Context: an optimization exercise on an open-source flow, tuned for small area. The choices shown serve that exercise and are no tape-out recipe. RTL that was checked went through simulation tests only; none was proved equivalent to the original. Power figures rest on the tool's default switching activity, not on a simulated workload.

==> 09-17: inputs <==
## sound_top
module sound_top (
	input  wire        clock,
	input  wire        reset,
	input  wire        ready,        
	input  wire [3:0]  game_state,
	input  wire        flash_busy,
	input  wire [7:0]  flash_data,
	output wire [22:0] flash_addr,
	output wire        flash_read,
	output logic       loaded,
	output logic [7:0] to_ac97_data
);
export LEC_CHECK = 0
export CAP_MARGIN = 20
export CORE_MARGIN = 2
export CORE_UTILIZATION = 40
export CTS_CLUSTER_DIAMETER = 120
export CTS_CLUSTER_SIZE = 30
export SLEW_MARGIN = 20
export SYNTH_HIERARCHICAL = 1
create_clock -name core_clock -period 10.0 [get_ports {clock}]
standard.sh (not shown) runs the stock make flow with config.mk's settings and CLKGATE_MAP_FILE= SYNTH_SCRIPT=/design/flow/synth_recipe.tcl, a recipe that flattens the netlist after the stock synthesis.
==> flow/flow/run.sh <==
#!/bin/bash
# Own flow: the standard layout (standard.sh, unchanged synthesis) with the
# port buffers made from the smallest buffer cell.
set -euo pipefail
bash standard.sh \
	BUFFER_PORTS_ARGS="-buffer_cell sky130_fd_sc_hd__buf_1" \
	finish > flow_make.log 2>&1
==> inputs of 12-01, as changes to 09-17 <==
==> flow/flow/run.sh (replaced) <==
#!/bin/bash
# Own flow: the standard layout (standard.sh, unchanged synthesis), with
# the port buffers made from the smallest buffer cell and ORFS's power
# recovery (gate downsizing on paths with positive slack) after global route.
set -euo pipefail
bash standard.sh \
	BUFFER_PORTS_ARGS="-buffer_cell sky130_fd_sc_hd__buf_1" \
	RECOVER_POWER=100 \
	finish > flow_make.log 2>&1
==> inputs of 05-18, as changes to 09-17 <==
--- a/flow/design.v
+++ b/flow/design.v
@@ -163,24 +163,40 @@
 	logic        n;            
 	logic [2:0]  corr;         
 	logic [7:0]  vx;
 	logic [17:0] sum, acc;     
 	logic        cpend, cmid;  
 	assign act = (win != 5'd0);
 	assign val = (r_age == 5'd0) ? xb : (clear ? 8'd0 : ring[30]);
-	assign m[0] = act & ((r_age == 5'd0) | (r_age == 5'd1) | (r_age == 5'd2) | (r_age == 5'd3) | (r_age == 5'd5) | (r_age == 5'd6) | (r_age == 5'd11) | (r_age == 5'd12) | (r_age == 5'd14) | (r_age == 5'd16) | (r_age == 5'd18) | (r_age == 5'd19) | (r_age == 5'd24) | (r_age == 5'd25) | (r_age == 5'd27) | (r_age == 5'd28) | (r_age == 5'd29) | (r_age == 5'd30));
-	assign m[1] = act & ((r_age == 5'd2) | (r_age == 5'd4) | (r_age == 5'd5) | (r_age == 5'd8) | (r_age == 5'd9) | (r_age == 5'd10) | (r_age == 5'd12) | (r_age == 5'd13) | (r_age == 5'd14) | (r_age == 5'd16) | (r_age == 5'd17) | (r_age == 5'd18) | (r_age == 5'd20) | (r_age == 5'd21) | (r_age == 5'd22) | (r_age == 5'd25) | (r_age == 5'd26) | (r_age == 5'd28));
-	assign m[2] = act & ((r_age == 5'd3) | (r_age == 5'd4) | (r_age == 5'd5) | (r_age == 5'd6) | (r_age == 5'd10) | (r_age == 5'd11) | (r_age == 5'd13) | (r_age == 5'd17) | (r_age == 5'd19) | (r_age == 5'd20) | (r_age == 5'd24) | (r_age == 5'd25) | (r_age == 5'd26) | (r_age == 5'd27));
-	assign m[3] = act & ((r_age == 5'd8) | (r_age == 5'd9) | (r_age == 5'd10) | (r_age == 5'd12) | (r_age == 5'd13) | (r_age == 5'd14) | (r_age == 5'd16) | (r_age == 5'd17) | (r_age == 5'd18) | (r_age == 5'd20) | (r_age == 5'd21) | (r_age == 5'd22));
-	assign m[4] = act & ((r_age == 5'd9) | (r_age == 5'd12) | (r_age == 5'd14) | (r_age == 5'd16) | (r_age == 5'd18) | (r_age == 5'd21));
-	assign m[5] = act & ((r_age == 5'd10) | (r_age == 5'd13) | (r_age == 5'd14) | (r_age == 5'd16) | (r_age == 5'd17) | (r_age == 5'd20));
-	assign m[6] = act & ((r_age == 5'd11) | (r_age == 5'd12) | (r_age == 5'd13) | (r_age == 5'd14) | (r_age == 5'd16) | (r_age == 5'd17) | (r_age == 5'd18) | (r_age == 5'd19));
-	assign m[7] = act & ((r_age == 5'd15));
-	assign n = act & ((r_age == 5'd0) | (r_age == 5'd1) | (r_age == 5'd2) | (r_age == 5'd3) | (r_age == 5'd4) | (r_age == 5'd5) | (r_age == 5'd6) | (r_age == 5'd24) | (r_age == 5'd25) | (r_age == 5'd26) | (r_age == 5'd27) | (r_age == 5'd28) | (r_age == 5'd29) | (r_age == 5'd30));
-	assign corr = n ? m[2:0] : 3'd0;
+	always_comb begin
+		n = 1'b0;
+		case (r_age)
+			5'd0, 5'd1, 5'd29, 5'd30: begin m = 8'd1; n = 1'b1; end
+			5'd2, 5'd28:              begin m = 8'd3; n = 1'b1; end
+			5'd3, 5'd27:              begin m = 8'd5; n = 1'b1; end
+			5'd4, 5'd26:              begin m = 8'd6; n = 1'b1; end
+			5'd5, 5'd25:              begin m = 8'd7; n = 1'b1; end
+			5'd6, 5'd24:              begin m = 8'd5; n = 1'b1; end
+			5'd7, 5'd23:              m = 8'd0;
+			5'd8, 5'd22:              m = 8'd10;
+			5'd9, 5'd21:              m = 8'd26;
+			5'd10, 5'd20:             m = 8'd46;
+			5'd11, 5'd19:             m = 8'd69;
+			5'd12, 5'd18:             m = 8'd91;
+			5'd13, 5'd17:             m = 8'd110;
+			5'd14, 5'd16:             m = 8'd123;
+			5'd15:                    m = 8'd128;
+			default:                  m = 8'd0;
+		endcase
+		if (!act) begin
+			m = 8'd0;
+			n = 1'b0;
+		end
+		corr = n ? m[2:0] : 3'd0;
+	end
 	assign vx = val ^ {8{n}};
 	wire mt_1, mt_2, mt_3, mt_4, mt_5, mt_6, mt_7, mt_8, mt_9, mt_10, mt_11, mt_12, mt_13, mt_14, mt_15, mt_16, mt_17, mt_18, mt_19, mt_20, mt_21, mt_22, mt_23, mt_24, mt_25, mt_26, mt_27, mt_28, mt_29, mt_30, mt_31, mt_32, mt_33, mt_34, mt_35, mt_36, mt_37, mt_38, mt_39, mt_40, mt_41, mt_42, mt_43, mt_44, mt_45, mt_46, mt_47, mt_48, mt_49, mt_50, mt_51, mt_52, mt_53, mt_54, mt_55, mt_56, mt_57, mt_58, mt_59, mt_60, mt_61, mt_62, mt_63, mt_64, mt_65, mt_66, mt_67, mt_68, mt_69, mt_70, mt_71, mt_72, mt_73, mt_74, mt_75, mt_76, mt_77, mt_78, mt_79, mt_80, mt_81, mt_82, mt_83, mt_84, mt_85, mt_86, mt_87, mt_88, mt_89, mt_90, mt_91, mt_92, mt_93, mt_94, mt_95, mt_96, mt_97, mt_98, mt_99, mt_100, mt_101, mt_102, mt_103, mt_104, mt_105, mt_106, mt_107, mt_108, mt_109, mt_110, mt_111, mt_112, mt_113, mt_114, mt_115, mt_116, mt_117, mt_118, mt_119, mt_120, mt_121, mt_122, mt_123, mt_124, mt_125, mt_126, mt_127, mt_128, mt_129, mt_130, mt_131, mt_132, mt_133, mt_134, mt_135, mt_136, mt_137, mt_138, mt_139, mt_140, mt_141, mt_142, mt_143, mt_144, mt_145, mt_146, mt_147, mt_148, mt_149, mt_150, mt_151, mt_152, mt_153, mt_154, mt_155, mt_156, mt_157, mt_158, mt_159, mt_160, mt_161;
 	wire [7:0] pp0 = {~(vx[7] & m[0]), vx[6:0] & {7{m[0]}}};
 	wire [7:0] pp1 = {~(vx[7] & m[1]), vx[6:0] & {7{m[1]}}};
 	wire [7:0] pp2 = {~(vx[7] & m[2]), vx[6:0] & {7{m[2]}}};
 	wire [7:0] pp3 = {~(vx[7] & m[3]), vx[6:0] & {7{m[3]}}};
 	wire [7:0] pp4 = {~(vx[7] & m[4]), vx[6:0] & {7{m[4]}}};
==> flow/run.sh (new file) <==
#!/bin/bash
# synth_recipe.tcl (not shown) runs the flow's synth.tcl, then flattens the netlist and writes it again
# the make line also repeats each setting of config.mk as NAME=value (left out here)
make -C /OpenROAD-flow-scripts/flow DESIGN_CONFIG=/design/flow/config.mk WORK_HOME=/design/flow/orfs CLKGATE_MAP_FILE= SYNTH_SCRIPT=/design/flow/synth_recipe.tcl finish
removed: flow/flow/run.sh
removed: flow/standard.sh
==> results.txt <==
                                                                               09-17                    05-18                          12-01
Sw Share                                                                       0.230                    0.242                          0.230
Setup slack at placement                                                     1.90 ns                  1.98 ns                        1.90 ns
Detailed-routing wirelength on met1                                        10,900 um                11,700 um                      10,900 um
Total CTS buffers                                                                 17                       18                             17
Tapcell Cnt                                                                      461                      468                            461
Fin crit share                                                                 0.805                    0.804                          0.831
Met2 global-route usage                                                        0.190                    0.196                          0.190
Count of clock tree sinks                                                        420                      429                            420
Vias in the first global route                                                 7,012                    7,297                          7,012
Seq_cells                                                                        420                      429                            420
Count of placed standard cells including taps                                  1,495                    1,550                          1,495
Drt first pass iters                                                               5                        5                              4
Fraction of layout instances using a drive strength above 1                   0.0577                   0.0559                         0.0520
Fraction of area in registers                                                  0.616                    0.604                          0.617
FILL cells                                                                     3,214                    3,296                          3,220
Final #Nets                                                                    1,174                    1,226                          1,174
PD cells                                                                 188 mW/mm^2              195 mW/mm^2                    189 mW/mm^2
Post-Syn Area                                                            0.0144 mm^2              0.0147 mm^2                    0.0144 mm^2
Clock group total power                                                     0.779 mW                 0.849 mW                       0.780 mW
Worst Hold Margin                                                           0.329 ns                 0.333 ns                       0.328 ns
Start point of the worst min-delay path                          ring[25][2]$_DFF_P_      ring[13][2]$_DFF_P_            ring[25][2]$_DFF_P_
Global-route track usage on met3                                              0.0158                   0.0148                         0.0158
Run status                                                   complete, no violations  complete, no violations                failed layout checks
Layout check failures                                                              -                        -  capacitance limit, slew limit
For 09-17 and 12-01, only the layout was checked, not whether the RTL still works.

-- afterwards: timing with drivers on the ports --
In the flow no input, the clock included, has a driving cell. The finished layouts below were timed again as built, in two steps.
Step 1 sets driving cells, clkbuf_16 on the clock port and buf_2 on the other inputs (assumed; they add their load-dependent delay and slew).
Step 2 times the ports against the registers' clock, not the clock port: input delays grow and output delays shrink by t, the midpoint of the rising clock arrivals with the driver on.
Three values: ideal ports, drivers, drivers and shift; two values: the first two.
run | shift t [ns] | setup slack, ns | hold slack, ns
09-17 | 0.551 | 1.952 / 1.952 / 1.952 | 0.329 / 0.329 / 0.329
12-01 | 0.549 | 1.691 / 1.691 / 1.691 | 0.328 / 0.328 / 0.328
05-18 | 0.558 | 1.960 / 1.960 / 1.960 | 0.333 / 0.333 / 0.333
